What follows belongs to an exercise in optimizing a design on an open flow for small area and a short achievable clock period; a production flow would make more cautious choices.
Where RTL was checked, it was by simulation tests only, not by an equivalence proof against the original.
No activity file was given, so power comes from the tool's default toggle rates.

the reference run:
## rng_readout
module rng_readout #(
    parameter  int DATA_W = 512,
    parameter  int SEG_W  = 8,
    parameter  int DEPTH  = 4,
    localparam int NSEG   = DATA_W / SEG_W,
    localparam int IW     = (NSEG > 1) ? $clog2(NSEG) : 1,
    localparam int CW     = $clog2(DEPTH + 1)
) (
    input  logic              clk,
    input  logic              rst_n,
    input  logic              in_valid,
    input  logic [DATA_W-1:0] in_data,
    input  logic              next_seg,
    input  logic              clear_ovf,
    output logic [SEG_W-1:0]  out_seg,
    output logic [IW-1:0]     seg_idx,
    output logic              word_avail,
    output logic [CW-1:0]     count,
    output logic              full,
    output logic              overflow
);
Settings: LEC_CHECK=0, CAP_MARGIN=20, CORE_MARGIN=2, CORE_UTILIZATION=60, SETUP_SLACK_MARGIN=2.3, SLEW_MARGIN=20, SYNTH_HIERARCHICAL=1, SYNTH_MINIMUM_KEEP_SIZE=0; clock period 5.0 ns.
run.sh (not shown) runs the stock make flow with config.mk's settings and CLKGATE_MAP_FILE= SYNTH_SCRIPT=/design/flow/synth_recipe.tcl, a recipe that flattens the netlist after the stock synthesis.
Setup changes, the reference run to the trial run
Settings: an added CTS_CLUSTER_DIAMETER of 100; an added CTS_CLUSTER_SIZE of 30.
==> flow/flow/run.sh (new file) <==
#!/bin/bash
set -euo pipefail
export BUFFER_PORTS_ARGS="-buffer_cell sky130_fd_sc_hd__buf_1"
bash standard.sh finish > standard_flow.log 2>&1
==> flow/standard.sh (new file) <==
#!/bin/bash
# synth_recipe.tcl (not shown) runs the flow's synth.tcl, then flattens the netlist and writes it again
# the make line also repeats each setting of config.mk as NAME=value (left out here)
make -C /OpenROAD-flow-scripts/flow DESIGN_CONFIG=/design/flow/config.mk WORK_HOME=/design/flow/orfs CLKGATE_MAP_FILE= SYNTH_SCRIPT=/design/flow/synth_recipe.tcl "${@:-finish}"
removed: flow/run.sh
### Flow results
Portion of total power attributed to the clock network: the trial run lower than the reference run. Diff the trial run and the reference run: final clock skew higher in the trial run. Going from the reference run to the trial run, ratio of final minimum period to clock period picked up an extra 0.86 points, cell area after layout lost about 8%. Re count of plain and timing-repair buffers in the layout: the trial run is 0.48% up on the reference run. The trial run -> the reference run: wire length flat. Between the trial run and the reference run, it is the trial run whose first-pass GRT wire length is lower, by about 0.4%. Between the trial run and the reference run, the cell total after placement does not differ in any meaningful way. Looking at number of global-route vias before repair, the trial run sits 3.4% lower than the reference run does.

---

the baseline:
Another version of the RTL of rng_readout (not shown whole).
Size: ~3500 cells after synthesis, roughly 540 I/O pins, roughly 0.075 mm^2 of cells after synthesis.
==> flow/config.mk <==
export PLATFORM = sky130hd
export DESIGN_NAME = rng_readout
export DESIGN_NICKNAME = rng_readout
export VERILOG_FILES = /design/flow/design.v
export SDC_FILE = /design/flow/constraint.sdc
export NUM_CORES = 4
export LEC_CHECK = 0
export CAP_MARGIN = 20
export CORE_MARGIN = 2
export CORE_UTILIZATION = 70
export CTS_CLUSTER_DIAMETER = 80
export CTS_CLUSTER_SIZE = 24
export SETUP_SLACK_MARGIN = 2.8
export SLEW_MARGIN = 20
export SYNTH_HIERARCHICAL = 1
export SYNTH_MINIMUM_KEEP_SIZE = 0
==> flow/constraint.sdc <==
create_clock -name core_clock -period 5.0 [get_ports {clk}]
set_input_delay 1.0000 -clock core_clock [delete_from_list [all_inputs] [get_ports {clk}]]
set_output_delay 1.0000 -clock core_clock [all_outputs]
set_load 0.01 [all_outputs]
standard.sh (not shown) runs the stock make flow with config.mk's settings and CLKGATE_MAP_FILE= SYNTH_SCRIPT=/design/flow/synth_recipe.tcl, a recipe that flattens the netlist after the stock synthesis.
==> flow/flow/run.sh <==
#!/bin/bash
set -euo pipefail
export BUFFER_PORTS_ARGS="-buffer_cell sky130_fd_sc_hd__buf_1"
bash standard.sh finish > standard_flow.log 2>&1
Both conditions hold for the baseline: the flow ran to the end and the final layout passed the timing, design-rule and antenna checks.
diff inputs: the baseline => the candidate
diff --git a/flow/config.mk b/flow/config.mk
--- a/flow/config.mk
+++ b/flow/config.mk
@@ -9,5 +9,5 @@
 export CORE_MARGIN = 2
-export CORE_UTILIZATION = 70
-export CTS_CLUSTER_DIAMETER = 80
-export CTS_CLUSTER_SIZE = 24
+export CORE_UTILIZATION = 78
+export CTS_CLUSTER_DIAMETER = 100
+export CTS_CLUSTER_SIZE = 30
 export SETUP_SLACK_MARGIN = 2.8
Results
The candidate vs the baseline — total length of routed wires rose 3.4%.
Half-perimeter wire length of the detailed placement result, the baseline and the candidate, higher one = the baseline.
The baseline went all the way through the flow, and no timing, DRC or antenna check failed.
Both conditions hold for the candidate: the flow ran to the end and the final layout passed the timing, design-rule and antenna checks.
The candidate against the baseline: post-layout net count went down 23; first-pass iteration count of the detailed router higher; post-layout instance area decreased by 680 um^2 relative to the old numbers; die area down 10%; clock tree buffer count of the final layout decreased by 32 relative to the old numbers.
When the final numbers for the baseline and the candidate were put side by side, the final hold slack turned out to be greater in the candidate.

---

Setup of 09-07:
The RTL this note starts from:
==> flow/design.v <==
`default_nettype none
module rng_readout #(
    parameter  int DATA_W = 512,
    parameter  int SEG_W  = 8,
    parameter  int DEPTH  = 4,
    localparam int NSEG   = DATA_W / SEG_W,
    localparam int IW     = (NSEG > 1) ? $clog2(NSEG) : 1,
    localparam int CW     = $clog2(DEPTH + 1)
) (
    input  logic              clk,
    input  logic              rst_n,
    input  logic              in_valid,
    input  logic [DATA_W-1:0] in_data,
    input  logic              next_seg,
    input  logic              clear_ovf,
    output logic [SEG_W-1:0]  out_seg,
    output logic [IW-1:0]     seg_idx,
    output logic              word_avail,
    output logic [CW-1:0]     count,
    output logic              full,
    output logic              overflow
);
    logic              r_valid_q;
    logic [DEPTH:0]    r_cnt_oh;     
    logic [DEPTH-1:0]  r_wr_oh;      
    logic [DEPTH-1:0]  r_rd_oh;      
    logic [DEPTH-1:0]  r_rsel;       
    logic [NSEG-1:0]   r_seg_oh;     
    logic [DEPTH-1:0]  r_wfree;      
    logic [DEPTH-1:0]  r_wlast;      
    logic [DEPTH-1:0]  r_wen_lo;     
    logic [DATA_W-1:0] r_mem [DEPTH];
    logic [CW-1:0]     r_count;
    logic              r_full;
    logic              r_avail;
    logic              r_ovf;
    logic [IW-1:0]     r_seg_idx;
    logic [SEG_W-1:0]  r_out_seg;
    logic w_empty, w_isfull, w_last;
    logic w_capture, w_adv, w_pop, w_push, w_drop;
    logic [DEPTH:0]   w_cnt_nxt;
    logic [DEPTH-1:0] w_wr_nxt, w_rd_nxt;
    logic [NSEG-1:0]  w_seg_nxt;
    logic [SEG_W-1:0] w_sel;
    assign w_empty   = r_cnt_oh[0];
    assign w_isfull  = r_cnt_oh[DEPTH];
    assign w_last    = r_seg_oh[NSEG-1];
    assign w_capture = in_valid & ~r_valid_q;
    assign w_adv     = ~w_empty & next_seg;
    assign w_pop     = w_adv & w_last;
    assign w_push    = w_capture & (~w_isfull | w_pop);
    assign w_drop    = w_capture & w_isfull & ~w_pop;
    always_comb begin
        case ({w_push, w_pop})
            2'b10:   w_cnt_nxt = {r_cnt_oh[DEPTH-1:0], 1'b0};
            2'b01:   w_cnt_nxt = {1'b0, r_cnt_oh[DEPTH:1]};
            default: w_cnt_nxt = r_cnt_oh;
        endcase
    end
    assign w_wr_nxt  = w_push ? {r_wr_oh[DEPTH-2:0], r_wr_oh[DEPTH-1]} : r_wr_oh;
    assign w_rd_nxt  = w_pop  ? {r_rd_oh[DEPTH-2:0], r_rd_oh[DEPTH-1]} : r_rd_oh;
    assign w_seg_nxt = w_pop ? NSEG'(1)
                     : w_adv ? {r_seg_oh[NSEG-2:0], r_seg_oh[NSEG-1]}
                     : r_seg_oh;
    always_ff @(posedge clk or negedge rst_n) begin
        if (!rst_n) begin
            r_valid_q <= 1'b0;
            r_cnt_oh  <= (DEPTH+1)'(1);
            r_wr_oh   <= DEPTH'(1);
            r_rd_oh   <= DEPTH'(1);
            r_rsel    <= '0;
            r_seg_oh  <= NSEG'(1);
            r_wfree   <= DEPTH'(1);
            r_wlast   <= '0;
            r_wen_lo  <= DEPTH'(1);
        end else begin
            r_valid_q <= in_valid;
            r_cnt_oh  <= w_cnt_nxt;
            r_wr_oh   <= w_wr_nxt;
            r_rd_oh   <= w_rd_nxt;
            r_rsel    <= w_cnt_nxt[0] ? '0 : w_rd_nxt;
            r_seg_oh  <= w_seg_nxt;
            r_wfree   <= w_cnt_nxt[DEPTH] ? '0 : w_wr_nxt;
            r_wlast   <= (w_cnt_nxt[DEPTH] & w_seg_nxt[NSEG-1]) ? w_wr_nxt : '0;
            r_wen_lo  <= (~w_cnt_nxt[DEPTH] | w_seg_nxt[NSEG-1]) ? w_wr_nxt : '0;
        end
    end
    always_ff @(posedge clk or negedge rst_n) begin
        if (!rst_n) begin
            r_count   <= '0;
            r_full    <= 1'b0;
            r_avail   <= 1'b0;
            r_ovf     <= 1'b0;
            r_seg_idx <= '0;
            r_out_seg <= '0;
        end else begin
            r_count   <= CW'(w_cnt_nxt[1]) | CW'(2 * w_cnt_nxt[2]) | CW'(3 * w_cnt_nxt[3])
                       | CW'(4 * w_cnt_nxt[4]);
            r_full    <= w_cnt_nxt[DEPTH];
            r_avail   <= ~w_cnt_nxt[0];
            if (w_pop) begin
                r_seg_idx <= '0;
            end else if (w_adv) begin
                r_seg_idx <= r_seg_idx + IW'(1);
            end
            if (w_drop) begin
                r_ovf <= 1'b1;
            end else if (clear_ovf) begin
                r_ovf <= 1'b0;
            end
            r_out_seg <= w_sel;
        end
    end
    logic [DEPTH-1:0] w_wen_hi;
    assign w_wen_hi = r_wfree | (r_wlast & {DEPTH{next_seg}});
    generate
        for (genvar w = 0; w < DEPTH; w++) begin : g_slot
            always_ff @(posedge clk) begin
                if (r_wen_lo[w]) r_mem[w][DATA_W-SEG_W-1:0] <= in_data[DATA_W-SEG_W-1:0];
                if (w_wen_hi[w]) r_mem[w][DATA_W-1:DATA_W-SEG_W] <= in_data[DATA_W-1:DATA_W-SEG_W];
            end
        end
    endgenerate
    logic [SEG_W-1:0] w_word_sel [DEPTH];
    always_comb begin
        for (int w = 0; w < DEPTH; w++) begin
            w_word_sel[w] = '0;
            for (int s = 0; s < NSEG; s++)
                w_word_sel[w] = w_word_sel[w] | (r_mem[w][s*SEG_W +: SEG_W] & {SEG_W{r_seg_oh[s]}});
        end
        w_sel = '0;
        for (int w = 0; w < DEPTH; w++)
            w_sel = w_sel | (w_word_sel[w] & {SEG_W{r_rsel[w]}});
    end
    assign out_seg    = r_out_seg;
    assign seg_idx    = r_seg_idx;
    assign word_avail = r_avail;
    assign count      = r_count;
    assign full       = r_full;
    assign overflow   = r_ovf;
endmodule
`default_nettype wire
clock: 5.0 ns
lec_check: 0
cap_margin: 20
core_margin: 2
core_utilization: 60
setup_slack_margin: 2.3
slew_margin: 20
run.sh (not shown) runs the stock make flow with config.mk's settings and CLKGATE_MAP_FILE= SYNTH_SCRIPT=/design/flow/synth_recipe.tcl, a recipe that flattens the netlist after the stock synthesis.
Stock flow here: none of the scripts above is used.
The inputs of 11-21 differ from those of 09-07 as listed below.
==> flow/flow/run.sh (new file) <==
#!/bin/bash
set -euo pipefail
export BUFFER_PORTS_ARGS="-buffer_cell sky130_fd_sc_hd__buf_1"
bash standard.sh finish > standard_flow.log 2>&1
==> flow/standard.sh (new file) <==
#!/bin/bash
# synth_recipe.tcl (not shown) runs the flow's synth.tcl, then flattens the netlist and writes it again
# the make line also repeats each setting of config.mk as NAME=value (left out here)
make -C /OpenROAD-flow-scripts/flow DESIGN_CONFIG=/design/flow/config.mk WORK_HOME=/design/flow/orfs CLKGATE_MAP_FILE= SYNTH_SCRIPT=/design/flow/synth_recipe.tcl "${@:-finish}"
removed: flow/run.sh
Results
- Non-clock buffer count in the final layout of 11-21 falls short of that of 09-07 slightly.
- Comparing 09-07 and 11-21, the lower post-route fraction of the period consumed by the critical path was measured on 11-21.
- Delta (11-21 minus 09-07): overall routed net length up 3.6%, area occupied by registers flat, fraction of power consumed by the clock network up 0.3 points, total leakage power down 5.3%.
No run of this note included a check of the RTL's function; only the layout flow was run.

---

Another version of the RTL of rng_readout (not shown whole).
For scale: about 3,500 cells after synthesis, ~2,100 flip-flops, ~75,000 µm² of cells after synthesis.
Settings: LEC_CHECK=0, CAP_MARGIN=20, CORE_MARGIN=2, CORE_UTILIZATION=70, CTS_CLUSTER_DIAMETER=100, CTS_CLUSTER_SIZE=30, SETUP_SLACK_MARGIN=3.0, SLEW_MARGIN=20, SYNTH_HIERARCHICAL=1, SYNTH_MINIMUM_KEEP_SIZE=0; clock period 5.0 ns.
standard.sh (not shown) runs the stock make flow with config.mk's settings and CLKGATE_MAP_FILE= SYNTH_SCRIPT=/design/flow/synth_recipe.tcl, a recipe that flattens the netlist after the stock synthesis.
==> flow/flow/run.sh <==
#!/bin/bash
set -euo pipefail
export BUFFER_PORTS_ARGS="-buffer_cell sky130_fd_sc_hd__buf_1"
bash standard.sh finish > standard_flow.log 2>&1
The baseline finished with timing, DRC and antenna clean.
Next try:
- SETUP_SLACK_MARGIN: 3.0 -> 2.8
Outcome: The new run finished with timing, DRC and antenna clean; sequential power hardly moves; total power is about the same; utilization goes down by 0.71 points; wire length goes down by a few percent; sequential share of layout area goes up by 0.67 points.

static timing again, ports no longer ideal:
Ports are ideal in the flow. The routed layouts listed here were re-timed in OpenROAD.
Step 1 (the two cells are an assumption about what drives the block):
set clk [get_ports {clk}]
set_driving_cell -lib_cell sky130_fd_sc_hd__clkbuf_16 $clk
set_driving_cell -lib_cell sky130_fd_sc_hd__buf_2 [delete_from_list [all_inputs] $clk]
Step 2 adds t to the input delays and takes it off the output delays; t is the mean of the earliest and latest rising clock arrival at the registers after step 1. Input paths then give back, and output paths get back, about the clock's delay inside the block.
Slacks: no drivers / after step 1 / after step 2; pairs: no drivers / after step 1.
run | t (ns) | setup slack, ns | worst setup path after step 2
the reference run | 0.890 | 2.332 / 2.246 / 1.786 | input to register
the trial run | 0.785 | 2.289 / 2.286 / 1.807 | input to register
the baseline | 0.786 | 2.683 / 2.607 / 2.207 | input to register
the candidate | 0.776 | 2.654 / 2.578 / 2.217 | input to register
09-07 | 0.897 | 1.862 / 1.862 / 1.776 | input to register
11-21 | 0.901 | 1.904 / 1.904 / 1.721 | input to register
the first run of note 4 | 0.782 | 2.669 / 2.590 / 2.335 | input to register
the second run of note 4 | 0.780 | 2.669 / 2.593 / 2.158 | input to register
After both steps setup and hold are still met in every run listed. The setup slack of the reference run, which loses most, moves by -0.086 ns with the drivers and by -0.546 ns with both steps.
